This is an optimization exercise on Yosys and OpenROAD, whose aim is small area, a short achievable clock period and few clock cycles per item, not a production implementation. RTL that was checked went through simulation tests only; none was proved equivalent to the original. No functional check of the RTL was part of runs 2 and 3.

==> flow/design.v, too long to show whole: its modules and the start of the top module <==
// module psum_sequencer: 58 lines
// module operand_stage: 56 lines
// module macc_unit: 83 lines
// module macc_fbgate: 19 lines
// module macc_tree: 567 lines
// module macc_fa: 4 lines
// module macc_ha: 4 lines
// module macc_fx: 8 lines
// module macc_hx: 4 lines
// module macc_xor2: 3 lines
// module macc_xnor2: 3 lines
// module macc_or2: 3 lines
// module macc_and2: 3 lines
// module macc_ao21: 3 lines
// module macc_cpa: 146 lines
// module macc_pgen: 4 lines
// module macc_gp4: 4 lines
// module macc_cg4: 5 lines
// module macc_gcell: 3 lines
// module macc_pcell: 3 lines
// module macc_control_top: 89 lines
module macc_control_top (
  input logic clk,
  input logic rst_n,
  input logic mac_begin,
  input logic acc_begin,
  input macc_pkg::len_t conv_len,
  input macc_pkg::filt_t filter_num,
  input macc_pkg::data_t weight_in,
  input macc_pkg::data_t ifmap_in,
  input macc_pkg::data_t external_psum,
  input macc_pkg::acc_t internal_psum,
  output logic mul_enable,
  output logic acc_enable,
  output macc_pkg::len_t cnt_a,
  output macc_pkg::filt_t cnt_b,
  output macc_pkg::acc_t accum_out,
  output logic psum_store,
  output logic mac_finish,
  output logic acc_finish
);
  // ...
==> flow/flow/run.sh <==
#!/bin/bash
# standard layout, with the port buffers made from the smallest plain buffer
set -euo pipefail
export BUFFER_PORTS_ARGS="-buffer_cell sky130_fd_sc_hd__buf_1"
bash standard.sh > standard_flow.log 2>&1
==> flow/standard.sh <==
#!/bin/bash
# synth_recipe.tcl (not shown) runs the flow's synth.tcl, then flattens the netlist and writes it again
# the make line also repeats each setting of config.mk as NAME=value (left out here)
make -C /OpenROAD-flow-scripts/flow DESIGN_CONFIG=/design/flow/config.mk WORK_HOME=/design/flow/orfs CLKGATE_MAP_FILE= SYNTH_SCRIPT=/design/flow/synth_recipe.tcl "${@:-finish}"
==> flow/config.mk <==
export PLATFORM = sky130hd
export DESIGN_NAME = macc_control_top
export DESIGN_NICKNAME = macc_control_top
export VERILOG_FILES = /design/flow/design.v
export SDC_FILE = /design/flow/constraint.sdc
export NUM_CORES = 4
export LEC_CHECK = 0
export CAP_MARGIN = 20
export CORE_MARGIN = 2
export CORE_UTILIZATION = 60
export CTS_CLUSTER_DIAMETER = 100
export CTS_CLUSTER_SIZE = 25
export SETUP_SLACK_MARGIN = 4.0
export SLEW_MARGIN = 20
export SYNTH_HIERARCHICAL = 1
export SYNTH_MINIMUM_KEEP_SIZE = 0
==> flow/constraint.sdc <==
create_clock -name core_clock -period 7.0 [get_ports {clk}]
set_input_delay 1.4000 -clock core_clock [delete_from_list [all_inputs] [get_ports {clk}]]
set_output_delay 1.4000 -clock core_clock [all_outputs]
set_load 0.01 [all_outputs]
==> qor.txt, run 1 <==
Run status -> finished clean
Post-Syn Instances -> 1258
Area growth syn-to-layout -> 4.25%
Critical Path Max Stage Delay -> 550 ps
Post-CTS Hold Fix Bufs -> 0
Worst EP arrival -> 3340 ps
Critical path launch point -> u_ops.op_two[4]
Non-clock buffer share -> 6.42%
Initial DRT Pass Iterations -> 6
Setup violations, final -> 0
Clock tree buffer depth -> 3
Antenna cells -> 0
First-pass GRT wire length -> 46300 um
WHS -> 319 ps
TritonCTS Buffers -> 12
Most common cell after layout, fill and taps aside -> dfxtp_1
Top class by area -> multi-input combinational cells
CP Buf/Inv Count -> 1
CTS Sinks -> 214
Fmax -> 339 MHz
Worst hold start -> u_ops.acc_pipe[0]
Dpl hpwl -> 21000 um
H-tree lvl count -> 1
RSZ-0062 raised after global routing -> true
Number of sequential cells -> 214
Testbench counts, summed over its fixed seeds: cycles 24,347, items 22,427.
==> module operand_stage, before the edit <==
module operand_stage (
  input logic clk,
  input logic rst_n,
  input logic acc_enable,
  input logic issue_first,
  input logic issue_last,
  input logic issue_end,
  input macc_pkg::data_t weight_in,
  input macc_pkg::data_t ifmap_in,
  input macc_pkg::data_t external_psum,
  input macc_pkg::acc_t internal_psum,
  output logic keep_d,  
  output logic use_i_d,  
  output logic op_last,
  output logic op_end,
  output macc_pkg::data_t op_w,
  output logic [7:0] op_one,  
  output logic [7:0] op_two,
  output logic [7:0] op_neg,
  output macc_pkg::acc_t op_i
);
  logic [1:0] acc_pipe;
  logic [1:0] first_pipe;
  logic [2:0] last_pipe;
  logic [2:0] end_pipe;
  logic pad_acc;  
  macc_pkg::data_t x;
  logic [16:0] xe;  
  always_ff @(posedge clk or negedge rst_n) begin
    if (!rst_n) begin
      last_pipe <= '0;
      end_pipe <= '0;
    end else begin
      last_pipe <= {last_pipe[1:0], issue_last};
      end_pipe <= {end_pipe[1:0], issue_end};
    end
  end
  assign pad_acc = acc_pipe[1];
  assign keep_d = ~first_pipe[1];
  assign use_i_d = pad_acc;
  assign op_last = last_pipe[2];
  assign op_end = end_pipe[2];
  assign x = pad_acc ? macc_pkg::data_t'(1) : ifmap_in;
  assign xe = {x, 1'b0};
  always_ff @(posedge clk) begin
    acc_pipe <= {acc_pipe[0], acc_enable};
    first_pipe <= {first_pipe[0], issue_first};
    op_w <= pad_acc ? external_psum : weight_in;
    op_i <= internal_psum;
    for (int i = 0; i < 8; i++) begin
      op_one[i] <= xe[2*i+1] ^ xe[2*i];
      op_two[i] <= (xe[2*i+2] & ~xe[2*i+1] & ~xe[2*i]) | (~xe[2*i+2] & xe[2*i+1] & xe[2*i]);
      op_neg[i] <= xe[2*i+2];
    end
  end
endmodule
==> module macc_unit, before the edit <==
module macc_unit (
  input logic clk,
  input logic rst_n,
  input logic keep_d,  
  input logic use_i_d,  
  input logic op_last,
  input logic op_end,
  input logic run_acc,
  input macc_pkg::data_t op_w,
  input logic [7:0] op_one,
  input logic [7:0] op_two,
  input logic [7:0] op_neg,
  input macc_pkg::acc_t op_i,
  output macc_pkg::acc_t accum_out,
  output logic psum_store,
  output logic mac_finish,
  output logic acc_finish
);
  logic [(2*16 + 4)-1:0] s_q;  
  logic [(2*16 + 4)-1:0] c_q;
  logic [(2*16 + 4)-1:0] s_fb;
  logic [(2*16 + 4)-1:0] c_fb;
  logic [(2*16 + 4)-1:0] s_d;
  logic [(2*16 + 4)-1:0] c_d;
  logic [(2*16 + 4)-1:0] sum;
  logic sum_last;
  logic sum_end;
  macc_fbgate u_fb_lo (
    .clk (clk),
    .keep_d (keep_d),
    .use_i_d (use_i_d),
    .s_q (s_q[17:0]),
    .c_q (c_q[17:0]),
    .op_i (op_i[17:0]),
    .s_fb (s_fb[17:0]),
    .c_fb (c_fb[17:0])
  );
  macc_fbgate u_fb_hi (
    .clk (clk),
    .keep_d (keep_d),
    .use_i_d (use_i_d),
    .s_q (s_q[35:18]),
    .c_q (c_q[35:18]),
    .op_i (op_i[35:18]),
    .s_fb (s_fb[35:18]),
    .c_fb (c_fb[35:18])
  );
  macc_tree u_tree (
    .w (op_w),
    .one (op_one),
    .two (op_two),
    .neg (op_neg),
    .sfb (s_fb),
    .cfb (c_fb),
    .s_o (s_d),
    .c_o (c_d)
  );
  macc_cpa u_cpa (
    .a (s_q),
    .b (c_q),
    .y (sum)
  );
  always_ff @(posedge clk) begin
    s_q <= s_d;
    c_q <= c_d;
    accum_out <= sum;
  end
  always_ff @(posedge clk or negedge rst_n) begin
    if (!rst_n) begin
      sum_last <= 1'b0;
      sum_end <= 1'b0;
      psum_store <= 1'b0;
      mac_finish <= 1'b0;
      acc_finish <= 1'b0;
    end else begin
      sum_last <= op_last;
      sum_end <= op_end;
      psum_store <= sum_last;
      mac_finish <= sum_end & ~run_acc;
      acc_finish <= sum_end & run_acc;
    end
  end
endmodule
==> module macc_control_top, before the edit <==
module macc_control_top (
  input logic clk,
  input logic rst_n,
  input logic mac_begin,
  input logic acc_begin,
  input macc_pkg::len_t conv_len,
  input macc_pkg::filt_t filter_num,
  input macc_pkg::data_t weight_in,
  input macc_pkg::data_t ifmap_in,
  input macc_pkg::data_t external_psum,
  input macc_pkg::acc_t internal_psum,
  output logic mul_enable,
  output logic acc_enable,
  output macc_pkg::len_t cnt_a,
  output macc_pkg::filt_t cnt_b,
  output macc_pkg::acc_t accum_out,
  output logic psum_store,
  output logic mac_finish,
  output logic acc_finish
);
  logic issue_first;
  logic issue_last;
  logic issue_end;
  logic run_acc;
  logic keep_d;
  logic use_i_d;
  logic op_last;
  logic op_end;
  macc_pkg::data_t op_w;
  logic [7:0] op_one;
  logic [7:0] op_two;
  logic [7:0] op_neg;
  macc_pkg::acc_t op_i;
  psum_sequencer u_seq (
    .clk (clk),
    .rst_n (rst_n),
    .mac_begin (mac_begin),
    .acc_begin (acc_begin),
    .conv_len (conv_len),
    .filter_num (filter_num),
    .issue_first (issue_first),
    .issue_last (issue_last),
    .issue_end (issue_end),
    .run_acc (run_acc),
    .mul_enable (mul_enable),
    .acc_enable (acc_enable),
    .cnt_a (cnt_a),
    .cnt_b (cnt_b)
  );
  operand_stage u_ops (
    .clk (clk),
    .rst_n (rst_n),
    .acc_enable (acc_enable),
    .issue_first (issue_first),
    .issue_last (issue_last),
    .issue_end (issue_end),
    .weight_in (weight_in),
    .ifmap_in (ifmap_in),
    .external_psum (external_psum),
    .internal_psum (internal_psum),
    .keep_d (keep_d),
    .use_i_d (use_i_d),
    .op_last (op_last),
    .op_end (op_end),
    .op_w (op_w),
    .op_one (op_one),
    .op_two (op_two),
    .op_neg (op_neg),
    .op_i (op_i)
  );
  macc_unit u_mac (
    .clk (clk),
    .rst_n (rst_n),
    .keep_d (keep_d),
    .use_i_d (use_i_d),
    .op_last (op_last),
    .op_end (op_end),
    .run_acc (run_acc),
    .op_w (op_w),
    .op_one (op_one),
    .op_two (op_two),
    .op_neg (op_neg),
    .op_i (op_i),
    .accum_out (accum_out),
    .psum_store (psum_store),
    .mac_finish (mac_finish),
    .acc_finish (acc_finish)
  );
endmodule
==> inputs of run 2 (changes only) <==
--- a/flow/design.v
+++ b/flow/design.v
@@ -80,50 +80,68 @@
   input macc_pkg::data_t ifmap_in,
   input macc_pkg::data_t external_psum,
   input macc_pkg::acc_t internal_psum,
   output logic keep_d,  
   output logic use_i_d,  
   output logic op_last,
   output logic op_end,
   output macc_pkg::data_t op_w,
+  output logic [16:0] op_pp0,  
   output logic [7:0] op_one,  
   output logic [7:0] op_two,
   output logic [7:0] op_neg,
   output macc_pkg::acc_t op_i
 );
   logic [1:0] acc_pipe;
   logic [1:0] first_pipe;
   logic [2:0] last_pipe;
   logic [2:0] end_pipe;
   logic pad_acc;  
   macc_pkg::data_t x;
   logic [16:0] xe;  
+  macc_pkg::data_t w;
+  logic one0;
+  logic two0;
+  logic [16:0] pp0;
   always_ff @(posedge clk or negedge rst_n) begin
     if (!rst_n) begin
       last_pipe <= '0;
       end_pipe <= '0;
     end else begin
       last_pipe <= {last_pipe[1:0], issue_last};
       end_pipe <= {end_pipe[1:0], issue_end};
     end
   end
   assign pad_acc = acc_pipe[1];
   assign keep_d = ~first_pipe[1];
   assign use_i_d = pad_acc;
   assign op_last = last_pipe[2];
   assign op_end = end_pipe[2];
   assign x = pad_acc ? macc_pkg::data_t'(1) : ifmap_in;
   assign xe = {x, 1'b0};
+  assign w = pad_acc ? external_psum : weight_in;
+  assign one0 = xe[1] ^ xe[0];
+  assign two0 = (xe[2] & ~xe[1] & ~xe[0]) | (~xe[2] & xe[1] & xe[0]);
+  always_comb begin
+    for (int j = 0; j < 17; j++) begin
+      pp0[j] = ((one0 & w[(j > 15) ? 15 : j]) | (two0 & ((j == 0) ? 1'b0 : w[(j > 16) ? 15 : j - 1]))) ^ xe[2];
+    end
+    pp0[16] = ~pp0[16];
+  end
+  assign op_one[0] = 1'b0;
+  assign op_two[0] = 1'b0;
   always_ff @(posedge clk) begin
     acc_pipe <= {acc_pipe[0], acc_enable};
     first_pipe <= {first_pipe[0], issue_first};
-    op_w <= pad_acc ? external_psum : weight_in;
+    op_w <= w;
+    op_pp0 <= pp0;
+    op_neg[0] <= xe[2];
     op_i <= internal_psum;
-    for (int i = 0; i < 8; i++) begin
+    for (int i = 1; i < 8; i++) begin
       op_one[i] <= xe[2*i+1] ^ xe[2*i];
       op_two[i] <= (xe[2*i+2] & ~xe[2*i+1] & ~xe[2*i]) | (~xe[2*i+2] & xe[2*i+1] & xe[2*i]);
       op_neg[i] <= xe[2*i+2];
     end
   end
 endmodule
 `default_nettype wire
 `timescale 1ns/1ps
@@ -132,16 +150,17 @@
   input logic clk,
   input logic rst_n,
   input logic keep_d,  
   input logic use_i_d,  
   input logic op_last,
   input logic op_end,
   input logic run_acc,
   input macc_pkg::data_t op_w,
+  input logic [16:0] op_pp0,
   input logic [7:0] op_one,
   input logic [7:0] op_two,
   input logic [7:0] op_neg,
   input macc_pkg::acc_t op_i,
   output macc_pkg::acc_t accum_out,
   output logic psum_store,
   output logic mac_finish,
   output logic acc_finish
@@ -172,16 +191,17 @@
     .s_q (s_q[35:18]),
     .c_q (c_q[35:18]),
     .op_i (op_i[35:18]),
     .s_fb (s_fb[35:18]),
     .c_fb (c_fb[35:18])
   );
   macc_tree u_tree (
     .w (op_w),
+    .pp0 (op_pp0),
     .one (op_one),
     .two (op_two),
     .neg (op_neg),
     .sfb (s_fb),
     .cfb (c_fb),
     .s_o (s_d),
     .c_o (c_d)
   );
@@ -227,41 +247,25 @@
     keep <= keep_d;
     use_i <= use_i_d;
   end
   assign s_fb = (s_q & {18{keep}}) | (op_i & {18{use_i}});
   assign c_fb = c_q & {18{keep}};
 endmodule
 module macc_tree (
   input  logic [15:0] w,
+  input  logic [16:0] pp0,  
   input  logic [7:0] one,
   input  logic [7:0] two,
   input  logic [7:0] neg,
   input  logic [35:0] sfb,
   input  logic [35:0] cfb,
   output logic [35:0] s_o,
   output logic [35:0] c_o
 );
-  wire pp0_0 = (((one[0] & w[0]) | (two[0] & 1'b0)) ^ neg[0]);
-  wire pp0_1 = (((one[0] & w[1]) | (two[0] & w[0])) ^ neg[0]);
-  wire pp0_2 = (((one[0] & w[2]) | (two[0] & w[1])) ^ neg[0]);
-  wire pp0_3 = (((one[0] & w[3]) | (two[0] & w[2])) ^ neg[0]);
-  wire pp0_4 = (((one[0] & w[4]) | (two[0] & w[3])) ^ neg[0]);
-  wire pp0_5 = (((one[0] & w[5]) | (two[0] & w[4])) ^ neg[0]);
-  wire pp0_6 = (((one[0] & w[6]) | (two[0] & w[5])) ^ neg[0]);
-  wire pp0_7 = (((one[0] & w[7]) | (two[0] & w[6])) ^ neg[0]);
-  wire pp0_8 = (((one[0] & w[8]) | (two[0] & w[7])) ^ neg[0]);
-  wire pp0_9 = (((one[0] & w[9]) | (two[0] & w[8])) ^ neg[0]);
-  wire pp0_10 = (((one[0] & w[10]) | (two[0] & w[9])) ^ neg[0]);
-  wire pp0_11 = (((one[0] & w[11]) | (two[0] & w[10])) ^ neg[0]);
-  wire pp0_12 = (((one[0] & w[12]) | (two[0] & w[11])) ^ neg[0]);
-  wire pp0_13 = (((one[0] & w[13]) | (two[0] & w[12])) ^ neg[0]);
-  wire pp0_14 = (((one[0] & w[14]) | (two[0] & w[13])) ^ neg[0]);
-  wire pp0_15 = (((one[0] & w[15]) | (two[0] & w[14])) ^ neg[0]);
-  wire pp0_16 = ~(((one[0] & w[15]) | (two[0] & w[15])) ^ neg[0]);
   wire pp1_0 = (((one[1] & w[0]) | (two[1] & 1'b0)) ^ neg[1]);
   wire pp1_1 = (((one[1] & w[1]) | (two[1] & w[0])) ^ neg[1]);
   wire pp1_2 = (((one[1] & w[2]) | (two[1] & w[1])) ^ neg[1]);
   wire pp1_3 = (((one[1] & w[3]) | (two[1] & w[2])) ^ neg[1]);
   wire pp1_4 = (((one[1] & w[4]) | (two[1] & w[3])) ^ neg[1]);
   wire pp1_5 = (((one[1] & w[5]) | (two[1] & w[4])) ^ neg[1]);
   wire pp1_6 = (((one[1] & w[6]) | (two[1] & w[5])) ^ neg[1]);
   wire pp1_7 = (((one[1] & w[7]) | (two[1] & w[6])) ^ neg[1]);
@@ -372,250 +376,251 @@
   wire pp7_10 = (((one[7] & w[10]) | (two[7] & w[9])) ^ neg[7]);
   wire pp7_11 = (((one[7] & w[11]) | (two[7] & w[10])) ^ neg[7]);
   wire pp7_12 = (((one[7] & w[12]) | (two[7] & w[11])) ^ neg[7]);
   wire pp7_13 = (((one[7] & w[13]) | (two[7] & w[12])) ^ neg[7]);
   wire pp7_14 = (((one[7] & w[14]) | (two[7] & w[13])) ^ neg[7]);
   wire pp7_15 = (((one[7] & w[15]) | (two[7] & w[14])) ^ neg[7]);
   wire pp7_16 = ~(((one[7] & w[15]) | (two[7] & w[15])) ^ neg[7]);
   wire t1s, t1c;
-  macc_fa u_t1s (.a(neg[0]), .b(pp0_0), .c(sfb[0]), .s(t1s), .co(t1c));
+  macc_fa u_t1s (.a(pp0[0]), .b(neg[0]), .c(sfb[0]), .s(t1s), .co(t1c));
   wire t2s, t2c;
-  macc_fa u_t2s (.a(pp0_1), .b(sfb[1]), .c(cfb[1]), .s(t2s), .co(t2c));
+  macc_fa u_t2s (.a(pp0[1]), .b(sfb[1]), .c(cfb[1]), .s(t2s), .co(t2c));
   wire t3s, t3c;
-  macc_fa u_t3s (.a(neg[1]), .b(pp0_2), .c(pp1_0), .s(t3s), .co(t3c));
+  macc_fa u_t3s (.a(pp0[2]), .b(neg[1]), .c(pp1_0), .s(t3s), .co(t3c));
   wire t4s, t4c;
-  macc_fa u_t4s (.a(sfb[2]), .b(cfb[2]), .c(t2c), .s(t4s), .co(t4c));
+  macc_fa u_t4s (.a(sfb[2]), .b(cfb[2]), .c(t3s), .s(t4s), .co(t4c));
   wire t5s, t5c;
-  macc_fa u_t5s (.a(pp0_3), .b(pp1_1), .c(sfb[3]), .s(t5s), .co(t5c));
+  macc_fa u_t5s (.a(pp0[3]), .b(pp1_1), .c(sfb[3]), .s(t5s), .co(t5c));
   wire t6s, t6c;
-  macc_fa u_t6s (.a(cfb[3]), .b(t3c), .c(t5s), .s(t6s), .co(t6c));
+  macc_fa u_t6s (.a(cfb[3]), .b(t3c), .c(t4c), .s(t6s), .co(t6c));
   wire t7s, t7c;
-  macc_fa u_t7s (.a(neg[2]), .b(pp0_4), .c(pp1_2), .s(t7s), .co(t7c));
+  macc_fa u_t7s (.a(pp0[4]), .b(neg[2]), .c(pp1_2), .s(t7s), .co(t7c));
   wire t8s, t8c;
   macc_fa u_t8s (.a(pp2_0), .b(sfb[4]), .c(cfb[4]), .s(t8s), .co(t8c));
   wire t9s, t9c;
-  macc_fa u_t9s (.a(t5c), .b(t7s), .c(t8s), .s(t9s), .co(t9c));
+  macc_fa u_t9s (.a(t7s), .b(t5c), .c(t8s), .s(t9s), .co(t9c));
   wire t10s, t10c;
-  macc_fa u_t10s (.a(pp0_5), .b(pp1_3), .c(pp2_1), .s(t10s), .co(t10c));
+  macc_fa u_t10s (.a(pp0[5]), .b(pp1_3), .c(pp2_1), .s(t10s), .co(t10c));
   wire t11s, t11c;
   macc_fa u_t11s (.a(sfb[5]), .b(cfb[5]), .c(t7c), .s(t11s), .co(t11c));
   wire t12s, t12c;
   macc_fa u_t12s (.a(t8c), .b(t10s), .c(t11s), .s(t12s), .co(t12c));
   wire t13s, t13c;
-  macc_fa u_t13s (.a(neg[3]), .b(pp0_6), .c(pp1_4), .s(t13s), .co(t13c));
+  macc_fa u_t13s (.a(pp0[6]), .b(neg[3]), .c(pp1_4), .s(t13s), .co(t13c));
   wire t14s, t14c;
   macc_fa u_t14s (.a(pp2_2), .b(pp3_0), .c(sfb[6]), .s(t14s), .co(t14c));
   wire t15s, t15c;
-  macc_fa u_t15s (.a(cfb[6]), .b(t10c), .c(t13s), .s(t15s), .co(t15c));
+  macc_fa u_t15s (.a(cfb[6]), .b(t13s), .c(t10c), .s(t15s), .co(t15c));
   wire t16s, t16c;
-  macc_fa u_t16s (.a(t14s), .b(t11c), .c(t12c), .s(t16s), .co(t16c));
+  macc_fa u_t16s (.a(t11c), .b(t14s), .c(t15s), .s(t16s), .co(t16c));
   wire t17s, t17c;
-  macc_fa u_t17s (.a(pp0_7), .b(pp1_5), .c(pp2_3), .s(t17s), .co(t17c));
+  macc_fa u_t17s (.a(pp0[7]), .b(pp1_5), .c(pp2_3), .s(t17s), .co(t17c));
   wire t18s, t18c;
   macc_fa u_t18s (.a(pp3_1), .b(sfb[7]), .c(cfb[7]), .s(t18s), .co(t18c));
   wire t19s, t19c;
   macc_fa u_t19s (.a(t13c), .b(t14c), .c(t17s), .s(t19s), .co(t19c));
   wire t20s, t20c;
-  macc_fa u_t20s (.a(t18s), .b(t15c), .c(t19s), .s(t20s), .co(t20c));
+  macc_fa u_t20s (.a(t18s), .b(t15c), .c(t16c), .s(t20s), .co(t20c));
   wire t21s, t21c;
-  macc_fa u_t21s (.a(neg[4]), .b(pp0_8), .c(pp1_6), .s(t21s), .co(t21c));
+  macc_fa u_t21s (.a(pp0[8]), .b(neg[4]), .c(pp1_6), .s(t21s), .co(t21c));
   wire t22s, t22c;
   macc_fa u_t22s (.a(pp2_4), .b(pp3_2), .c(pp4_0), .s(t22s), .co(t22c));
   wire t23s, t23c;
-  macc_fa u_t23s (.a(sfb[8]), .b(cfb[8]), .c(t17c), .s(t23s), .co(t23c));
+  macc_fa u_t23s (.a(sfb[8]), .b(cfb[8]), .c(t21s), .s(t23s), .co(t23c));
   wire t24s, t24c;
-  macc_fa u_t24s (.a(t18c), .b(t21s), .c(t22s), .s(t24s), .co(t24c));
+  macc_fa u_t24s (.a(t17c), .b(t18c), .c(t22s), .s(t24s), .co(t24c));
   wire t25s, t25c;
   macc_fa u_t25s (.a(t23s), .b(t19c), .c(t24s), .s(t25s), .co(t25c));
   wire t26s, t26c;
-  macc_fa u_t26s (.a(pp0_9), .b(pp1_7), .c(pp2_5), .s(t26s), .co(t26c));
+  macc_fa u_t26s (.a(pp0[9]), .b(pp1_7), .c(pp2_5), .s(t26s), .co(t26c));
   wire t27s, t27c;
   macc_fa u_t27s (.a(pp3_3), .b(pp4_1), .c(sfb[9]), .s(t27s), .co(t27c));
   wire t28s, t28c;
   macc_fa u_t28s (.a(cfb[9]), .b(t21c), .c(t22c), .s(t28s), .co(t28c));
   wire t29s, t29c;
-  macc_fa u_t29s (.a(t26s), .b(t27s), .c(t23c), .s(t29s), .co(t29c));
+  macc_fa u_t29s (.a(t23c), .b(t26s), .c(t27s), .s(t29s), .co(t29c));
   wire t30s, t30c;
-  macc_fa u_t30s (.a(t24c), .b(t28s), .c(t29s), .s(t30s), .co(t30c));
+  macc_fa u_t30s (.a(t28s), .b(t24c), .c(t29s), .s(t30s), .co(t30c));
   wire t31s, t31c;
-  macc_fa u_t31s (.a(neg[5]), .b(pp0_10), .c(pp1_8), .s(t31s), .co(t31c));
+  macc_fx u_t31s (.a(pp0[10]), .b(neg[5]), .c(pp1_8), .s(t31s), .co(t31c));
   wire t32s, t32c;
   macc_fa u_t32s (.a(pp2_6), .b(pp3_4), .c(pp4_2), .s(t32s), .co(t32c));
   wire t33s, t33c;
   macc_fa u_t33s (.a(pp5_0), .b(sfb[10]), .c(cfb[10]), .s(t33s), .co(t33c));
   wire t34s, t34c;
-  macc_fa u_t34s (.a(t26c), .b(t27c), .c(t31s), .s(t34s), .co(t34c));
+  macc_fa u_t34s (.a(t31s), .b(t26c), .c(t27c), .s(t34s), .co(t34c));
   wire t35s, t35c;
   macc_fa u_t35s (.a(t32s), .b(t33s), .c(t28c), .s(t35s), .co(t35c));
   wire t36s, t36c;
   macc_fa u_t36s (.a(t29c), .b(t34s), .c(t35s), .s(t36s), .co(t36c));
   wire t37s, t37c;
-  macc_fa u_t37s (.a(pp0_11), .b(pp1_9), .c(pp2_7), .s(t37s), .co(t37c));
+  macc_fa u_t37s (.a(pp0[11]), .b(pp1_9), .c(pp2_7), .s(t37s), .co(t37c));
   wire t38s, t38c;
-  macc_fa u_t38s (.a(pp3_5), .b(pp4_3), .c(sfb[11]), .s(t38s), .co(t38c));
+  macc_fa u_t38s (.a(pp3_5), .b(pp4_3), .c(pp5_1), .s(t38s), .co(t38c));
   wire t39s, t39c;
-  macc_fa u_t39s (.a(pp5_1), .b(cfb[11]), .c(t31c), .s(t39s), .co(t39c));
+  macc_fx u_t39s (.a(sfb[11]), .b(cfb[11]), .c(t31c), .s(t39s), .co(t39c));
   wire t40s, t40c;
   macc_fa u_t40s (.a(t32c), .b(t33c), .c(t37s), .s(t40s), .co(t40c));
   wire t41s, t41c;
   macc_fa u_t41s (.a(t38s), .b(t39s), .c(t34c), .s(t41s), .co(t41c));
   wire t42s, t42c;
-  macc_fa u_t42s (.a(t40s), .b(t35c), .c(t41s), .s(t42s), .co(t42c));
+  macc_fa u_t42s (.a(t35c), .b(t40s), .c(t41s), .s(t42s), .co(t42c));
   wire t43s, t43c;
-  macc_fa u_t43s (.a(neg[6]), .b(pp0_12), .c(pp1_10), .s(t43s), .co(t43c));
+  macc_fx u_t43s (.a(pp0[12]), .b(neg[6]), .c(pp1_10), .s(t43s), .co(t43c));
   wire t44s, t44c;
   macc_fa u_t44s (.a(pp2_8), .b(pp3_6), .c(pp4_4), .s(t44s), .co(t44c));
   wire t45s, t45c;
   macc_fa u_t45s (.a(pp5_2), .b(pp6_0), .c(sfb[12]), .s(t45s), .co(t45c));
   wire t46s, t46c;
-  macc_fa u_t46s (.a(cfb[12]), .b(t37c), .c(t38c), .s(t46s), .co(t46c));
+  macc_fa u_t46s (.a(cfb[12]), .b(t43s), .c(t37c), .s(t46s), .co(t46c));
   wire t47s, t47c;
-  macc_fa u_t47s (.a(t43s), .b(t44s), .c(t45s), .s(t47s), .co(t47c));
+  macc_fa u_t47s (.a(t38c), .b(t39c), .c(t44s), .s(t47s), .co(t47c));
   wire t48s, t48c;
-  macc_fa u_t48s (.a(t39c), .b(t40c), .c(t46s), .s(t48s), .co(t48c));
+  macc_fa u_t48s (.a(t45s), .b(t46s), .c(t40c), .s(t48s), .co(t48c));
   wire t49s, t49c;
   macc_fa u_t49s (.a(t47s), .b(t41c), .c(t48s), .s(t49s), .co(t49c));
   wire t50s, t50c;
-  macc_fa u_t50s (.a(pp0_13), .b(pp1_11), .c(pp2_9), .s(t50s), .co(t50c));
+  macc_fa u_t50s (.a(pp0[13]), .b(pp1_11), .c(pp2_9), .s(t50s), .co(t50c));
   wire t51s, t51c;
   macc_fa u_t51s (.a(pp3_7), .b(pp4_5), .c(pp5_3), .s(t51s), .co(t51c));
   wire t52s, t52c;
   macc_fa u_t52s (.a(pp6_1), .b(sfb[13]), .c(cfb[13]), .s(t52s), .co(t52c));
   wire t53s, t53c;
   macc_fa u_t53s (.a(t43c), .b(t44c), .c(t45c), .s(t53s), .co(t53c));
   wire t54s, t54c;
   macc_fa u_t54s (.a(t50s), .b(t51s), .c(t52s), .s(t54s), .co(t54c));
   wire t55s, t55c;
   macc_fa u_t55s (.a(t46c), .b(t47c), .c(t53s), .s(t55s), .co(t55c));
   wire t56s, t56c;
   macc_fa u_t56s (.a(t54s), .b(t48c), .c(t55s), .s(t56s), .co(t56c));
   wire t57s, t57c;
-  macc_fa u_t57s (.a(neg[7]), .b(pp0_14), .c(pp1_12), .s(t57s), .co(t57c));
+  macc_fx u_t57s (.a(pp0[14]), .b(neg[7]), .c(pp1_12), .s(t57s), .co(t57c));
   wire t58s, t58c;
   macc_fa u_t58s (.a(pp2_10), .b(pp3_8), .c(pp4_6), .s(t58s), .co(t58c));
   wire t59s, t59c;
   macc_fa u_t59s (.a(pp5_4), .b(pp6_2), .c(pp7_0), .s(t59s), .co(t59c));
   wire t60s, t60c;
-  macc_fx u_t60s (.a(sfb[14]), .b(cfb[14]), .c(t50c), .s(t60s), .co(t60c));
+  macc_fx u_t60s (.a(sfb[14]), .b(cfb[14]), .c(t57s), .s(t60s), .co(t60c));
   wire t61s, t61c;
-  macc_fa u_t61s (.a(t51c), .b(t52c), .c(t57s), .s(t61s), .co(t61c));
+  macc_fa u_t61s (.a(t50c), .b(t51c), .c(t52c), .s(t61s), .co(t61c));
   wire t62s, t62c;
-  macc_fx u_t62s (.a(t58s), .b(t59s), .c(t60s), .s(t62s), .co(t62c));
+  macc_fa u_t62s (.a(t58s), .b(t59s), .c(t60s), .s(t62s), .co(t62c));
   wire t63s, t63c;
-  macc_fa u_t63s (.a(t53c), .b(t54c), .c(t61s), .s(t63s), .co(t63c));
+  macc_fx u_t63s (.a(t53c), .b(t54c), .c(t61s), .s(t63s), .co(t63c));
   wire t64s, t64c;
   macc_fa u_t64s (.a(t62s), .b(t55c), .c(t63s), .s(t64s), .co(t64c));
   wire t65s, t65c;
-  macc_fa u_t65s (.a(pp0_15), .b(pp1_13), .c(pp2_11), .s(t65s), .co(t65c));
+  macc_fa u_t65s (.a(pp0[15]), .b(pp1_13), .c(pp2_11), .s(t65s), .co(t65c));
   wire t66s, t66c;
   macc_fa u_t66s (.a(pp3_9), .b(pp4_7), .c(pp5_5), .s(t66s), .co(t66c));
   wire t67s, t67c;
   macc_fa u_t67s (.a(pp6_3), .b(pp7_1), .c(sfb[15]), .s(t67s), .co(t67c));
   wire t68s, t68c;
-  macc_fa u_t68s (.a(cfb[15]), .b(t57c), .c(t58c), .s(t68s), .co(t68c));
+  macc_fx u_t68s (.a(cfb[15]), .b(t57c), .c(t58c), .s(t68s), .co(t68c));
   wire t69s, t69c;
-  macc_fa u_t69s (.a(t59c), .b(t65s), .c(t66s), .s(t69s), .co(t69c));
+  macc_fa u_t69s (.a(t59c), .b(t60c), .c(t65s), .s(t69s), .co(t69c));
   wire t70s, t70c;
-  macc_fx u_t70s (.a(t67s), .b(t60c), .c(t61c), .s(t70s), .co(t70c));
+  macc_fx u_t70s (.a(t66s), .b(t67s), .c(t68s), .s(t70s), .co(t70c));
   wire t71s, t71c;
-  macc_fx u_t71s (.a(t62c), .b(t68s), .c(t69s), .s(t71s), .co(t71c));
+  macc_fx u_t71s (.a(t61c), .b(t62c), .c(t69s), .s(t71s), .co(t71c));
   wire t72s, t72c;
   macc_fa u_t72s (.a(t70s), .b(t63c), .c(t71s), .s(t72s), .co(t72c));
   wire t73s, t73c;
-  macc_xnor2 u_t73s (.a(pp0_16), .b(pp1_14), .y(t73s));
-  macc_or2 u_t73c (.a(pp0_16), .b(pp1_14), .y(t73c));
+  macc_xnor2 u_t73s (.a(pp0[16]), .b(pp1_14), .y(t73s));
+  macc_or2 u_t73c (.a(pp0[16]), .b(pp1_14), .y(t73c));
   wire t74s, t74c;
   macc_fa u_t74s (.a(pp2_12), .b(pp3_10), .c(pp4_8), .s(t74s), .co(t74c));
   wire t75s, t75c;
   macc_fa u_t75s (.a(pp5_6), .b(pp6_4), .c(pp7_2), .s(t75s), .co(t75c));
   wire t76s, t76c;
-  macc_fx u_t76s (.a(sfb[16]), .b(cfb[16]), .c(t65c), .s(t76s), .co(t76c));
+  macc_ha u_t76s (.a(sfb[16]), .b(cfb[16]), .s(t76s), .co(t76c));
   wire t77s, t77c;
-  macc_fx u_t77s (.a(t66c), .b(t67c), .c(t73s), .s(t77s), .co(t77c));
+  macc_fx u_t77s (.a(t73s), .b(t76s), .c(t65c), .s(t77s), .co(t77c));
   wire t78s, t78c;
-  macc_fa u_t78s (.a(t74s), .b(t75s), .c(t76s), .s(t78s), .co(t78c));
+  macc_fa u_t78s (.a(t66c), .b(t67c), .c(t74s), .s(t78s), .co(t78c));
   wire t79s, t79c;
-  macc_fa u_t79s (.a(t68c), .b(t69c), .c(t77s), .s(t79s), .co(t79c));
+  macc_fa u_t79s (.a(t75s), .b(t68c), .c(t77s), .s(t79s), .co(t79c));
   wire t80s, t80c;
-  macc_fx u_t80s (.a(t78s), .b(t70c), .c(t71c), .s(t80s), .co(t80c));
+  macc_fx u_t80s (.a(t69c), .b(t70c), .c(t78s), .s(t80s), .co(t80c));
   wire t81s, t81c;
-  macc_ha u_t81s (.a(t79s), .b(t80s), .s(t81s), .co(t81c));
-  wire t82s = ~pp1_15;
-  wire t82c = pp1_15;
+  macc_fa u_t81s (.a(t79s), .b(t71c), .c(t80s), .s(t81s), .co(t81c));
+  wire t82s, t82c;
+  macc_xnor2 u_t82s (.a(pp1_15), .b(pp2_13), .y(t82s));
+  macc_or2 u_t82c (.a(pp1_15), .b(pp2_13), .y(t82c));
   wire t83s, t83c;
-  macc_fa u_t83s (.a(pp2_13), .b(pp3_11), .c(pp4_9), .s(t83s), .co(t83c));
+  macc_fa u_t83s (.a(pp3_11), .b(pp4_9), .c(pp5_7), .s(t83s), .co(t83c));
   wire t84s, t84c;
-  macc_fa u_t84s (.a(pp5_7), .b(pp6_5), .c(pp7_3), .s(t84s), .co(t84c));
+  macc_ha u_t84s (.a(pp6_5), .b(pp7_3), .s(t84s), .co(t84c));
   wire t85s, t85c;
-  macc_fx u_t85s (.a(sfb[17]), .b(cfb[17]), .c(t82s), .s(t85s), .co(t85c));
+  macc_fx u_t85s (.a(sfb[17]), .b(cfb[17]), .c(t76c), .s(t85s), .co(t85c));
   wire t86s, t86c;
-  macc_fa u_t86s (.a(t73c), .b(t74c), .c(t75c), .s(t86s), .co(t86c));
+  macc_fx u_t86s (.a(t73c), .b(t84s), .c(t74c), .s(t86s), .co(t86c));
   wire t87s, t87c;
-  macc_fa u_t87s (.a(t83s), .b(t84s), .c(t85s), .s(t87s), .co(t87c));
+  macc_fa u_t87s (.a(t75c), .b(t82s), .c(t83s), .s(t87s), .co(t87c));
   wire t88s, t88c;
-  macc_fx u_t88s (.a(t76c), .b(t77c), .c(t78c), .s(t88s), .co(t88c));
+  macc_fa u_t88s (.a(t85s), .b(t77c), .c(t86s), .s(t88s), .co(t88c));
   wire t89s, t89c;
-  macc_fx u_t89s (.a(t86s), .b(t87s), .c(t79c), .s(t89s), .co(t89c));
+  macc_fx u_t89s (.a(t78c), .b(t87s), .c(t79c), .s(t89s), .co(t89c));
   wire t90s, t90c;
   macc_fx u_t90s (.a(t88s), .b(t80c), .c(t89s), .s(t90s), .co(t90c));
   wire t91s, t91c;
   macc_fa u_t91s (.a(pp1_16), .b(pp2_14), .c(pp3_12), .s(t91s), .co(t91c));
   wire t92s, t92c;
   macc_fa u_t92s (.a(pp4_10), .b(pp5_8), .c(pp6_6), .s(t92s), .co(t92c));
   wire t93s, t93c;
   macc_fa u_t93s (.a(pp7_4), .b(sfb[18]), .c(cfb[18]), .s(t93s), .co(t93c));
   wire t94s, t94c;
-  macc_fa u_t94s (.a(t82c), .b(t83c), .c(t84c), .s(t94s), .co(t94c));
+  macc_fa u_t94s (.a(t84c), .b(t82c), .c(t83c), .s(t94s), .co(t94c));
   wire t95s, t95c;
   macc_fa u_t95s (.a(t85c), .b(t91s), .c(t92s), .s(t95s), .co(t95c));
   wire t96s, t96c;
   macc_fx u_t96s (.a(t93s), .b(t86c), .c(t87c), .s(t96s), .co(t96c));
   wire t97s, t97c;
   macc_fx u_t97s (.a(t94s), .b(t95s), .c(t88c), .s(t97s), .co(t97c));
   wire t98s, t98c;
-  macc_fa u_t98s (.a(t96s), .b(t97s), .c(t89c), .s(t98s), .co(t98c));
+  macc_fx u_t98s (.a(t96s), .b(t89c), .c(t97s), .s(t98s), .co(t98c));
   wire t99s, t99c;
   macc_xnor2 u_t99s (.a(pp2_15), .b(pp3_13), .y(t99s));
   macc_or2 u_t99c (.a(pp2_15), .b(pp3_13), .y(t99c));
   wire t100s, t100c;
   macc_fa u_t100s (.a(pp4_11), .b(pp5_9), .c(pp6_7), .s(t100s), .co(t100c));
   wire t101s, t101c;
   macc_fa u_t101s (.a(pp7_5), .b(sfb[19]), .c(cfb[19]), .s(t101s), .co(t101c));
   wire t102s, t102c;
   macc_fa u_t102s (.a(t91c), .b(t92c), .c(t93c), .s(t102s), .co(t102c));
   wire t103s, t103c;
   macc_fa u_t103s (.a(t99s), .b(t100s), .c(t101s), .s(t103s), .co(t103c));
   wire t104s, t104c;
   macc_fa u_t104s (.a(t94c), .b(t95c), .c(t102s), .s(t104s), .co(t104c));
   wire t105s, t105c;
-  macc_fx u_t105s (.a(t103s), .b(t96c), .c(t104s), .s(t105s), .co(t105c));
+  macc_fx u_t105s (.a(t103s), .b(t96c), .c(t97c), .s(t105s), .co(t105c));
   wire t106s, t106c;
-  macc_hx u_t106s (.a(t97c), .b(t105s), .s(t106s), .co(t106c));
+  macc_hx u_t106s (.a(t104s), .b(t105s), .s(t106s), .co(t106c));
   wire t107s, t107c;
   macc_fa u_t107s (.a(pp2_16), .b(pp3_14), .c(pp4_12), .s(t107s), .co(t107c));
   wire t108s, t108c;
   macc_fa u_t108s (.a(pp5_10), .b(pp6_8), .c(pp7_6), .s(t108s), .co(t108c));
   wire t109s, t109c;
   macc_fx u_t109s (.a(sfb[20]), .b(cfb[20]), .c(t99c), .s(t109s), .co(t109c));
   wire t110s, t110c;
-  macc_fa u_t110s (.a(t100c), .b(t101c), .c(t107s), .s(t110s), .co(t110c));
+  macc_fx u_t110s (.a(t100c), .b(t101c), .c(t107s), .s(t110s), .co(t110c));
   wire t111s, t111c;
-  macc_fa u_t111s (.a(t108s), .b(t109s), .c(t102c), .s(t111s), .co(t111c));
+  macc_fx u_t111s (.a(t108s), .b(t109s), .c(t102c), .s(t111s), .co(t111c));
   wire t112s, t112c;
   macc_fx u_t112s (.a(t103c), .b(t110s), .c(t111s), .s(t112s), .co(t112c));
   wire t113s, t113c;
   macc_fx u_t113s (.a(t104c), .b(t112s), .c(t105c), .s(t113s), .co(t113c));
   wire t114s, t114c;
   macc_xnor2 u_t114s (.a(pp3_15), .b(pp4_13), .y(t114s));
   macc_or2 u_t114c (.a(pp3_15), .b(pp4_13), .y(t114c));
   wire t115s, t115c;
   macc_fa u_t115s (.a(pp5_11), .b(pp6_9), .c(pp7_7), .s(t115s), .co(t115c));
   wire t116s, t116c;
-  macc_fa u_t116s (.a(sfb[21]), .b(cfb[21]), .c(t107c), .s(t116s), .co(t116c));
+  macc_fx u_t116s (.a(sfb[21]), .b(cfb[21]), .c(t107c), .s(t116s), .co(t116c));
   wire t117s, t117c;
   macc_fa u_t117s (.a(t108c), .b(t114s), .c(t115s), .s(t117s), .co(t117c));
   wire t118s, t118c;
   macc_fa u_t118s (.a(t109c), .b(t116s), .c(t110c), .s(t118s), .co(t118c));
   wire t119s, t119c;
   macc_fx u_t119s (.a(t117s), .b(t111c), .c(t118s), .s(t119s), .co(t119c));
   wire t120s, t120c;
   macc_ha u_t120s (.a(t112c), .b(t119s), .s(t120s), .co(t120c));
@@ -623,42 +628,42 @@
   macc_fa u_t121s (.a(pp3_16), .b(pp4_14), .c(pp5_12), .s(t121s), .co(t121c));
   wire t122s, t122c;
   macc_fa u_t122s (.a(pp6_10), .b(pp7_8), .c(sfb[22]), .s(t122s), .co(t122c));
   wire t123s, t123c;
   macc_fa u_t123s (.a(cfb[22]), .b(t114c), .c(t115c), .s(t123s), .co(t123c));
   wire t124s, t124c;
   macc_fx u_t124s (.a(t121s), .b(t122s), .c(t116c), .s(t124s), .co(t124c));
   wire t125s, t125c;
-  macc_fa u_t125s (.a(t117c), .b(t123s), .c(t124s), .s(t125s), .co(t125c));
+  macc_fx u_t125s (.a(t117c), .b(t123s), .c(t124s), .s(t125s), .co(t125c));
   wire t126s, t126c;
   macc_fx u_t126s (.a(t118c), .b(t125s), .c(t119c), .s(t126s), .co(t126c));
   wire t127s, t127c;
   macc_xnor2 u_t127s (.a(pp4_15), .b(pp5_13), .y(t127s));
   macc_or2 u_t127c (.a(pp4_15), .b(pp5_13), .y(t127c));
   wire t128s, t128c;
   macc_fa u_t128s (.a(pp6_11), .b(pp7_9), .c(sfb[23]), .s(t128s), .co(t128c));
   wire t129s, t129c;
   macc_fa u_t129s (.a(cfb[23]), .b(t121c), .c(t122c), .s(t129s), .co(t129c));
   wire t130s, t130c;
-  macc_fa u_t130s (.a(t127s), .b(t128s), .c(t123c), .s(t130s), .co(t130c));
+  macc_fx u_t130s (.a(t127s), .b(t128s), .c(t123c), .s(t130s), .co(t130c));
   wire t131s, t131c;
   macc_fx u_t131s (.a(t124c), .b(t129s), .c(t130s), .s(t131s), .co(t131c));
   wire t132s, t132c;
   macc_ha u_t132s (.a(t125c), .b(t131s), .s(t132s), .co(t132c));
   wire t133s, t133c;
   macc_fa u_t133s (.a(pp4_16), .b(pp5_14), .c(pp6_12), .s(t133s), .co(t133c));
   wire t134s, t134c;
   macc_fa u_t134s (.a(pp7_10), .b(sfb[24]), .c(cfb[24]), .s(t134s), .co(t134c));
   wire t135s, t135c;
   macc_fa u_t135s (.a(t127c), .b(t128c), .c(t133s), .s(t135s), .co(t135c));
   wire t136s, t136c;
   macc_fa u_t136s (.a(t134s), .b(t129c), .c(t135s), .s(t136s), .co(t136c));
   wire t137s, t137c;
-  macc_fa u_t137s (.a(t130c), .b(t131c), .c(t136s), .s(t137s), .co(t137c));
+  macc_fx u_t137s (.a(t130c), .b(t131c), .c(t136s), .s(t137s), .co(t137c));
   wire t138s, t138c;
   macc_xnor2 u_t138s (.a(pp5_15), .b(pp6_13), .y(t138s));
   macc_or2 u_t138c (.a(pp5_15), .b(pp6_13), .y(t138c));
   wire t139s, t139c;
   macc_fa u_t139s (.a(pp7_11), .b(sfb[25]), .c(cfb[25]), .s(t139s), .co(t139c));
   wire t140s, t140c;
   macc_fa u_t140s (.a(t133c), .b(t134c), .c(t138s), .s(t140s), .co(t140c));
   wire t141s, t141c;
@@ -723,27 +728,27 @@
   macc_xnor2 u_t167s (.a(sfb[35]), .b(cfb[35]), .y(t167s));
   macc_or2 u_t167c (.a(sfb[35]), .b(cfb[35]), .y(t167c));
   wire t168s, t168c;
   macc_ha u_t168s (.a(t165c), .b(t167s), .s(t168s), .co(t168c));
   assign s_o[0] = cfb[0];
   assign c_o[0] = t1s;
   assign s_o[1] = t1c;
   assign c_o[1] = t2s;
-  assign s_o[2] = t3s;
+  assign s_o[2] = t2c;
   assign c_o[2] = t4s;
-  assign s_o[3] = t4c;
+  assign s_o[3] = t5s;
   assign c_o[3] = t6s;
   assign s_o[4] = t6c;
   assign c_o[4] = t9s;
   assign s_o[5] = t9c;
   assign c_o[5] = t12s;
-  assign s_o[6] = t15s;
+  assign s_o[6] = t12c;
   assign c_o[6] = t16s;
-  assign s_o[7] = t16c;
+  assign s_o[7] = t19s;
   assign c_o[7] = t20s;
   assign s_o[8] = t20c;
   assign c_o[8] = t25s;
   assign s_o[9] = t25c;
   assign c_o[9] = t30s;
   assign s_o[10] = t30c;
   assign c_o[10] = t36s;
   assign s_o[11] = t36c;
@@ -761,18 +766,18 @@
   assign s_o[17] = t81c;
   assign c_o[17] = t90s;
   assign s_o[18] = t90c;
   assign c_o[18] = t98s;
   assign s_o[19] = t98c;
   assign c_o[19] = t106s;
   assign s_o[20] = t106c;
   assign c_o[20] = t113s;
-  assign s_o[21] = t120s;
-  assign c_o[21] = t113c;
+  assign s_o[21] = t113c;
+  assign c_o[21] = t120s;
   assign s_o[22] = t120c;
   assign c_o[22] = t126s;
   assign s_o[23] = t132s;
   assign c_o[23] = t126c;
   assign s_o[24] = t132c;
   assign c_o[24] = t137s;
   assign s_o[25] = t142s;
   assign c_o[25] = t137c;
@@ -1024,16 +1029,17 @@
   logic issue_last;
   logic issue_end;
   logic run_acc;
   logic keep_d;
   logic use_i_d;
   logic op_last;
   logic op_end;
   macc_pkg::data_t op_w;
+  logic [16:0] op_pp0;
   logic [7:0] op_one;
   logic [7:0] op_two;
   logic [7:0] op_neg;
   macc_pkg::acc_t op_i;
   psum_sequencer u_seq (
     .clk (clk),
     .rst_n (rst_n),
     .mac_begin (mac_begin),
@@ -1060,30 +1066,32 @@
     .ifmap_in (ifmap_in),
     .external_psum (external_psum),
     .internal_psum (internal_psum),
     .keep_d (keep_d),
     .use_i_d (use_i_d),
     .op_last (op_last),
     .op_end (op_end),
     .op_w (op_w),
+    .op_pp0 (op_pp0),
     .op_one (op_one),
     .op_two (op_two),
     .op_neg (op_neg),
     .op_i (op_i)
   );
   macc_unit u_mac (
     .clk (clk),
     .rst_n (rst_n),
     .keep_d (keep_d),
     .use_i_d (use_i_d),
     .op_last (op_last),
     .op_end (op_end),
     .run_acc (run_acc),
     .op_w (op_w),
+    .op_pp0 (op_pp0),
     .op_one (op_one),
     .op_two (op_two),
     .op_neg (op_neg),
     .op_i (op_i),
     .accum_out (accum_out),
     .psum_store (psum_store),
     .mac_finish (mac_finish),
     .acc_finish (acc_finish)
==> run 2 against run 1 <==
  * Flip-flop and latch count up 15
  * Non-clock buffer count decreased by 42
  * Via count up 4.4%
  * First-iteration DRC count shrank 19%
  * Global-route usage decreased by 0.26 points
  * Clock skew shrank 15 ps
  * Sequential share of layout area grew 1.5 points
  * Wire length increased by 0.22%
  * Synthesized cell count increased by 7.2%
  * Utilization down 1.7 points
  * Critical endpoint is now u_mac.c_q[9]
==> qor.txt, run 2 <==
Mapped Area -> 14700 um^2
Fmax -> 345 MHz (+1.7%)
Root buf cell -> clkbuf_16
Aggregate global routing overflow -> 0
RSZ-0062 raised after global routing -> true
Fraction of layout cells with a size suffix above 1 -> 6.90%
DRC viols -> 0
Dpl hpwl -> 22400 um (+6.3%)
H-tree lvl count -> 1 (unchanged)
CTS tree -> done
Die area -> 25800 um^2
Antenna violations before repair -> 2
TNS Setup -> 0 ps
Setup violations, final -> 0 (unchanged)
Syn_nets -> 1605
Routed wire length -> 29200 um
Run status -> finished clean
Vias -> 9199
Final Cell Area -> 14900 um^2
Area growth syn-to-layout -> 1.41%
DP Area -> 14400 um^2
IO Port Bufs -> 144
Post-CTS Hold Fix Bufs -> 0 (unchanged)
CTS Sinks -> 229 (+7.0%)
Die height -> 161 um
Measured slew at the worst slew-check pin -> 1050 ps
Final period utilization -> 41.4%
Initial Utilization -> 60.9%
Row Count -> 57
DR iter-0 viols -> 478
Final Hold Vio Count -> 0
Skew-Pair Late Insertion Delay -> 490 ps
Clock tree buffer depth -> 3 (unchanged)
Initial DRT Pass Iterations -> 5 (-1)
Slew Viols, Final -> 0
Crit Path Category -> flop to flop
Max FO, Critical Path -> 14
Period minus WS final -> 2900 ps
Total setup buffers inserted after CTS -> 0
Drt wl/cell -> 17.3 um
# nets final -> 1618
Tightest Hold Check Type -> flop to flop
First-pass GRT wire length -> 48600 um (+5.0%)
I/O pin count -> 145
CTS clk-pin slew, worst paths -> 90 ps
Most common cell after layout, fill and taps aside -> dfxtp_1
Via-per-instance ratio -> 5.45
Commonest non-fill, non-tap cells in the layout -> dfxtp_1 (176), xnor2_1 (149), buf_1 (144), xor2_1 (112), fa_1 (110)
CP Launch Type -> flop
Synthesized area per cell -> 10.9 um^2
Layout Skew -> 20.4 ps
Ys Warns -> 10
Normalized max-slew margin -> 29.8%
Post-Syn Instances -> 1348 (+7.2%)
TritonCTS Buffers -> 13 (+1)
RePlAce Congestion -> 0.862
WP data required -> 7370 ps
CP Capture Type -> flop
Vias in the first global route -> 9381
Die Span X -> 161 um
Overall Global Routing Usage -> 23.3%
Max cap viols -> 0
Post-DRT Antenna Nets -> 0
Largest net degree at the start of global routing -> 64
Worst EP arrival -> 3270 ps (-70 ps)
Core area -> 24200 um^2
[run 2: layout make-up]
cell class / instances / area [um^2]
antenna: 2 / 5.00
clock buffer: 14 / 329
clock inverter: 3 / 33.8
fill: 2100 / 9260
inverter: 21 / 78.8
multi-input combinational: 948 / 8740
sequential: 229 / 4760
tap: 324 / 405
timing repair buffer: 148 / 571
[run 2: path summary, 6_finish.rpt]
kind | from | end | slack, ps | cells past startpoint
worst max-delay path | u_ops.op_w[6] | u_mac.c_q[9] | 4100 | 6
worst min-delay path | u_ops.acc_pipe[0] | u_ops.acc_pipe[1] | 330 | 0
worst max register to register | u_ops.op_w[6] | u_mac.c_q[9] | 4100 | 6
worst min register to register | u_ops.acc_pipe[0] | u_ops.acc_pipe[1] | 330 | 0
max in group asynchronous | rst_n | u_seq.mul_enable | 5680 | 1
min in group asynchronous | rst_n | u_ops.last_pipe[2] | 910 | 1
[run 2: repair_timing]
action,CTS,global route
endpoints found under the setup margin,42,20
gates cloned,0,0
hold endpoints to repair,0,0
gates resized for setup,37,23
[run 2: metrics by stage]
step / hold WS [ps] / std cells / worst slack (ps) / util (%)
6_report: 333 / 1689 / 4100 / 61.7
5_1_grt: 345 / 1688 / 4000 / 61.7
2_1_floorplan: 310 / 1348 / 4110 / -
4_1_cts: 337 / 1687 / 4050 / 61.4
3_5_place_dp: 314 / 1670 / 3660 / 59.7
3_3_place_gp: 312 / 1670 / 3710 / 59.7
[run 2: worst max-delay path, stage by stage (launching register included)]
cell and delay [ps]:
dfxtp_2 580, a22oi_2 90, xnor2_1 200, fa_1 510, fa_1 440, fa_1 570, fa_1 400
[run 2: routing by layer]
layer  GRT usage [%]  routed length [um]  vias to the layer above
met3            3.41                1460                       37
li1                -                   -                     4495
met2            39.1               13800                      208
met1            32.2               13300                     4459
met4            5.08                 596                        0
met5               0                   0                        -
==> module psum_sequencer, before the edit <==
module psum_sequencer (
  input logic clk,
  input logic rst_n,
  input logic mac_begin,
  input logic acc_begin,
  input macc_pkg::len_t conv_len,
  input macc_pkg::filt_t filter_num,
  output logic issue_first,  
  output logic issue_last,  
  output logic issue_end,  
  output logic run_acc,  
  output logic mul_enable,
  output logic acc_enable,
  output macc_pkg::len_t cnt_a,
  output macc_pkg::filt_t cnt_b
);
  logic idle;
  logic start_mul;
  logic start_acc;
  logic a_last;  
  logic b_last;  
  macc_pkg::len_t a_inc;
  macc_pkg::filt_t b_inc;
  assign idle = ~mul_enable & ~acc_enable;
  assign start_mul = idle & mac_begin & ~acc_begin;
  assign start_acc = idle & acc_begin & ~mac_begin;
  assign a_inc = cnt_a + 1'b1;
  assign b_inc = cnt_b + 1'b1;
  assign a_last = (a_inc == (acc_enable ? filter_num : conv_len));
  assign b_last = (b_inc == filter_num);
  always_ff @(posedge clk or negedge rst_n) begin
    if (!rst_n) begin
      mul_enable <= 1'b0;
      acc_enable <= 1'b0;
    end else begin
      mul_enable <= start_mul | (mul_enable & ~(a_last & b_last));
      acc_enable <= start_acc | (acc_enable & ~a_last);
    end
  end
  always_ff @(posedge clk) begin
    if (start_mul | start_acc) begin
      run_acc <= start_acc;
    end
    if (start_mul | start_acc | (mul_enable & a_last)) begin
      cnt_a <= '0;
    end else begin
      cnt_a <= a_inc;
    end
    if (start_mul) begin
      cnt_b <= '0;
    end else if (mul_enable & a_last) begin
      cnt_b <= b_inc;
    end
  end
  assign issue_first = ~mul_enable | (cnt_a == '0);
  assign issue_last = acc_enable | (mul_enable & a_last);
  assign issue_end = (acc_enable | mul_enable) & a_last & (acc_enable | b_last);
endmodule
==> inputs of run 3 (changes only) <==
--- a/flow/design.v
+++ b/flow/design.v
@@ -19,11 +19,22 @@
   output logic issue_last,  
   output logic issue_end,  
   output logic run_acc,  
+  output logic issue_acc,  
   output logic mul_enable,
   output logic acc_enable,
   output macc_pkg::len_t cnt_a,
   output macc_pkg::filt_t cnt_b
 );
+  logic mul_en;  
+  logic acc_en;
+  logic mul_en_d;
+  logic acc_en_d;
+  macc_pkg::len_t a_q;
+  macc_pkg::filt_t b_q;
+  macc_pkg::len_t a_d;
+  macc_pkg::filt_t b_d;
+  macc_pkg::len_t len_q;  
+  macc_pkg::filt_t filt_q;
   logic idle;
   logic start_mul;
   logic start_acc;
@@ -31,40 +42,77 @@
   logic b_last;  
   macc_pkg::len_t a_inc;
   macc_pkg::filt_t b_inc;
-  assign idle = ~mul_enable & ~acc_enable;
+  assign idle = ~mul_en & ~acc_en;
   assign start_mul = idle & mac_begin & ~acc_begin;
   assign start_acc = idle & acc_begin & ~mac_begin;
-  assign a_inc = cnt_a + 1'b1;
-  assign b_inc = cnt_b + 1'b1;
-  assign a_last = (a_inc == (acc_enable ? filter_num : conv_len));
-  assign b_last = (b_inc == filter_num);
+  assign a_inc = a_q + 1'b1;
+  assign b_inc = b_q + 1'b1;
+  assign a_last = (a_inc == (acc_en ? filt_q : len_q));
+  assign b_last = (b_inc == filt_q);
+  assign mul_en_d = start_mul | (mul_en & ~(a_last & b_last));
+  assign acc_en_d = start_acc | (acc_en & ~a_last);
+  assign a_d = (start_mul | start_acc | (mul_en & a_last)) ? '0 : a_inc;
+  assign b_d = start_mul ? '0 : (mul_en & a_last) ? b_inc : b_q;
   always_ff @(posedge clk or negedge rst_n) begin
     if (!rst_n) begin
-      mul_enable <= 1'b0;
-      acc_enable <= 1'b0;
+      mul_en <= 1'b0;
+      acc_en <= 1'b0;
     end else begin
-      mul_enable <= start_mul | (mul_enable & ~(a_last & b_last));
-      acc_enable <= start_acc | (acc_enable & ~a_last);
+      mul_en <= mul_en_d;
+      acc_en <= acc_en_d;
     end
   end
   always_ff @(posedge clk) begin
+    len_q <= conv_len;
+    filt_q <= filter_num;
     if (start_mul | start_acc) begin
       run_acc <= start_acc;
     end
-    if (start_mul | start_acc | (mul_enable & a_last)) begin
-      cnt_a <= '0;
+    a_q <= a_d;
+    b_q <= b_d;
+  end
+  macc_oreg u_out (
+    .clk (clk),
+    .rst_n (rst_n),
+    .mul_en_d (mul_en_d),
+    .acc_en_d (acc_en_d),
+    .a_d (a_d),
+    .b_d (b_d),
+    .mul_enable (mul_enable),
+    .acc_enable (acc_enable),
+    .cnt_a (cnt_a),
+    .cnt_b (cnt_b)
+  );
+  assign issue_acc = acc_en;
+  assign issue_first = ~mul_en | (a_q == '0);
+  assign issue_last = acc_en | (mul_en & a_last);
+  assign issue_end = (acc_en | mul_en) & a_last & (acc_en | b_last);
+endmodule
+module macc_oreg (
+  input logic clk,
+  input logic rst_n,
+  input logic mul_en_d,
+  input logic acc_en_d,
+  input macc_pkg::len_t a_d,
+  input macc_pkg::filt_t b_d,
+  output logic mul_enable,
+  output logic acc_enable,
+  output macc_pkg::len_t cnt_a,
+  output macc_pkg::filt_t cnt_b
+);
+  always_ff @(posedge clk or negedge rst_n) begin
+    if (!rst_n) begin
+      mul_enable <= 1'b0;
+      acc_enable <= 1'b0;
     end else begin
-      cnt_a <= a_inc;
-    end
-    if (start_mul) begin
-      cnt_b <= '0;
-    end else if (mul_enable & a_last) begin
-      cnt_b <= b_inc;
+      mul_enable <= mul_en_d;
+      acc_enable <= acc_en_d;
     end
   end
-  assign issue_first = ~mul_enable | (cnt_a == '0);
-  assign issue_last = acc_enable | (mul_enable & a_last);
-  assign issue_end = (acc_enable | mul_enable) & a_last & (acc_enable | b_last);
+  always_ff @(posedge clk) begin
+    cnt_a <= a_d;
+    cnt_b <= b_d;
+  end
 endmodule
 `default_nettype wire
 `timescale 1ns/1ps
@@ -1029,6 +1077,7 @@
   logic issue_last;
   logic issue_end;
   logic run_acc;
+  logic issue_acc;
   logic keep_d;
   logic use_i_d;
   logic op_last;
@@ -1050,6 +1099,7 @@
     .issue_last (issue_last),
     .issue_end (issue_end),
     .run_acc (run_acc),
+    .issue_acc (issue_acc),
     .mul_enable (mul_enable),
     .acc_enable (acc_enable),
     .cnt_a (cnt_a),
@@ -1058,7 +1108,7 @@
   operand_stage u_ops (
     .clk (clk),
     .rst_n (rst_n),
-    .acc_enable (acc_enable),
+    .acc_enable (issue_acc),
     .issue_first (issue_first),
     .issue_last (issue_last),
     .issue_end (issue_end),
==> run 3 against run 2 <==
  * Flip-flop and latch count grew 18
  * Synthesized area rose by 2.5%
  * Highest routed layer is now met5
  * Fmax up 0.65%
  * First-iteration DRC count rose by 3.3%
  * Sequential share of layout area is 1.8 points higher
  * Hold slack lost 15 ps
  * Global-route usage hardly changed
  * Register-to-register slack better by 20 ps
  * Utilization is 0.27 points lower
  * Via count grew 0.60%
  * Final cell count up 1.1%
  * Cell area increased by 2.5%
==> qor.txt, run 3 <==
Antenna cells -> 0 (-2)
RSZ-0062 raised after global routing -> false
Crit Path Category -> flop to flop
H-tree lvl count -> 1 (unchanged)
Fraction of layout cells with a size suffix above 1 -> 6.75% (-0.15 points)
Aggregate global routing overflow -> 0 (unchanged)
DR iter-0 viols -> 494 (+3.3%)
Period minus WS final -> 2880 ps (-18.7 ps)
Total setup buffers inserted after CTS -> 0 (unchanged)
RR Endpoint -> u_mac.c_q[12]
Vias -> 9254 (+0.60%)
Dpl hpwl -> 22800 um (+1.8%)
Largest net degree at the start of global routing -> 64 (unchanged)
Max cap viols -> 0 (unchanged)
Worst hold start -> u_ops.acc_pipe[0]
Post-DRT Antenna Nets -> 0 (unchanged)
Post-Syn Instances -> 1363 (+1.1%)
Ys Warns -> 11 (+1)
Measured slew at the worst slew-check pin -> 1000 ps (-49.5 ps)
Worst Hold End -> u_ops.acc_pipe[1]
Mapped Area -> 15100 um^2 (+2.5%)
Antenna violations before repair -> 3 (+1)
Initial DRT Pass Iterations -> 5 (unchanged)
Worst EP arrival -> 3250 ps (-20 ps)
Die Span X -> 163 um (+1.2%)
CTS Sinks -> 247 (+7.9%)
Most common cell after layout, fill and taps aside -> dfxtp_1
Normalized max-slew margin -> 33.1% (+3.3 points)
Routed wire length -> 29500 um (+1.1%)
Worst r2r src -> u_ops.op_w[8]
CP Launch Type -> flop
Pre-CTS setup slack -> 3690 ps (+32.1 ps)
DRC viols -> 0 (unchanged)
Die area -> 26400 um^2 (+2.4%)
I/O pin count -> 145 (unchanged)
Setup violations, final -> 0 (unchanged)
First-pass GRT wire length -> 48900 um (+0.65%)
Area growth syn-to-layout -> 1.44% (about the same)
Final period utilization -> 41.2% (-0.27 points)
Tightest Hold Check Type -> flop to flop
Fmax -> 347 MHz (+0.65%)
Commonest non-fill, non-tap cells in the layout -> dfxtp_1 (191), xnor2_1 (149), buf_1 (144), xor2_1 (111), fa_1 (110)
Overall Global Routing Usage -> 23.2% (-0.041 points)
TNS Setup -> 0 ps (unchanged)
Clock tree buffer depth -> 3 (unchanged)
Final Hold Vio Count -> 0 (unchanged)
Final Cell Area -> 15300 um^2 (+2.5%)
Syn_nets -> 1620 (+0.93%)
IO Port Bufs -> 144 (unchanged)
Worst r2r path cells -> 6 (unchanged)
# nets final -> 1632 (+0.87%)
Max FO, Critical Path -> 14 (unchanged)
TritonCTS Buffers -> 13 (unchanged)
Row Count -> 58 (+1.8%)
Layout Skew -> 10.8 ps (-9.61 ps)
WHS -> 318 ps (-14.7 ps)
RePlAce Congestion -> 0.820 (-4.8%)
Slew Viols, Final -> 0 (unchanged)
Vias in the first global route -> 9572 (+2.0%)
Fillcell total -> 2119 (+0.90%)
WP data required -> 7370 ps (about the same)
Drt wl/cell -> 17.3 um (about the same)
DP Area -> 14800 um^2 (+2.5%)
Core area -> 24900 um^2 (+3.0%)
CTS clk-pin slew, worst paths -> 100 ps (about the same)
Root buf cell -> clkbuf_16
Post-CTS Hold Fix Bufs -> 0 (unchanged)
Run status -> finished clean
Initial Utilization -> 60.6% (-0.28 points)
Via-per-instance ratio -> 5.42 (-0.52%)
Reg2reg setup slack -> 4120 ps (+20 ps)
CTS tree -> done
CP Capture Type -> flop
Synthesized area per cell -> 11.1 um^2 (+1.4%)
Die height -> 163 um (+1.2%)
Hold depth -> 0 (unchanged)
Skew-Pair Late Insertion Delay -> 490 ps (about the same)
Final worst slack -> 4120 ps (+18.7 ps)
-- run 3: final cells by class --
type	instances	area, um^2	share of cell area [%]
sequential	247	5150	33.7
inverter	22	82.6	0.540
clock inverter	1	8.76	0.0573
clock buffer	17	340	2.23
tap	330	413	2.70
timing repair buffer	147	563	3.68
multi-input combinational	944	8730	57.1
-- run 3: worst max-delay path by stage --
| stage | startpoint | to | slack [ps] | cells past startpoint |
|---|---|---|---|---|
| 2_1_floorplan | u_ops.op_neg[1] | u_mac.c_q[9] | 4110 | 8 |
| 3_3_place_gp | u_ops.op_neg[4] | u_mac.c_q[13] | 3740 | 5 |
| 3_5_place_dp | u_ops.op_neg[7] | u_mac.c_q[21] | 3690 | 7 |
| 4_1_cts | u_ops.op_one[7] | u_mac.c_q[21] | 3980 | 8 |
| 5_1_grt | u_ops.op_neg[7] | u_mac.c_q[16] | 4010 | 8 |
| 6_report | u_ops.op_w[8] | u_mac.c_q[12] | 4120 | 6 |
-- run 3: per-stage QoR --
stage          util [%]  cells
2_1_floorplan         -   1363
3_3_place_gp       59.5   1690
3_5_place_dp       59.5   1690
4_1_cts            61.1   1708
5_1_grt            61.4   1708
6_report           61.4   1708
-- run 3: critical path, stage by stage, from the launching register on --
cell,delay [ps]
dfxtp_2,560
a22oi_2,140
xnor2_1,150
fa_1,450
fa_1,480
fa_1,550
fa_1,420
-- run 3: layer usage --
layer	track usage, %	routed length [um]	up-vias
met4	4.79	612	6
met1	30.1	13000	4500
met2	41.3	14600	163
met3	3.62	1250	36
met5	0	37	-
li1	-	-	4549
-- run 3: repair_timing --
| item | 4_1_cts | 5_1_grt |
|---|---|---|
| cloned | 0 | 0 |
| gates resized for setup | 37 | 33 |
| hold endpoints to repair | 0 | 0 |
| endpoints found under the setup margin | 40 | 28 |

==> separate check: timing with driven ports <==
The flow's constraints put no driver on any port. The routed layouts listed below were extracted and timed again, unchanged, in two steps.
Step 1 sets driving cells, clkbuf_16 on the clock port and buf_2 on the other inputs (assumed; they add their load-dependent delay and slew).
Step 2 adds t to the input delays and takes it off the output delays; t is the mean of the earliest and latest rising clock arrival at the registers after step 1. Input paths then give back, and output paths get back, about the clock's delay inside the block.
Three values: ideal, step 1, step 2; two values: the first two.
run | t (ns) | slack for setup (ns) | worst setup path at the end
run 1 | 0.536 | 4.051 / 4.051 / 3.912 | input to register
run 2 | 0.522 | 4.099 / 4.099 / 3.819 | input to register
run 3 | 0.532 | 4.117 / 4.117 / 4.117 | register to register
After both steps every run listed still meets setup and hold. The setup slack of run 2, which loses most, moves by 0.000 ns with the drivers and by -0.280 ns with both steps.
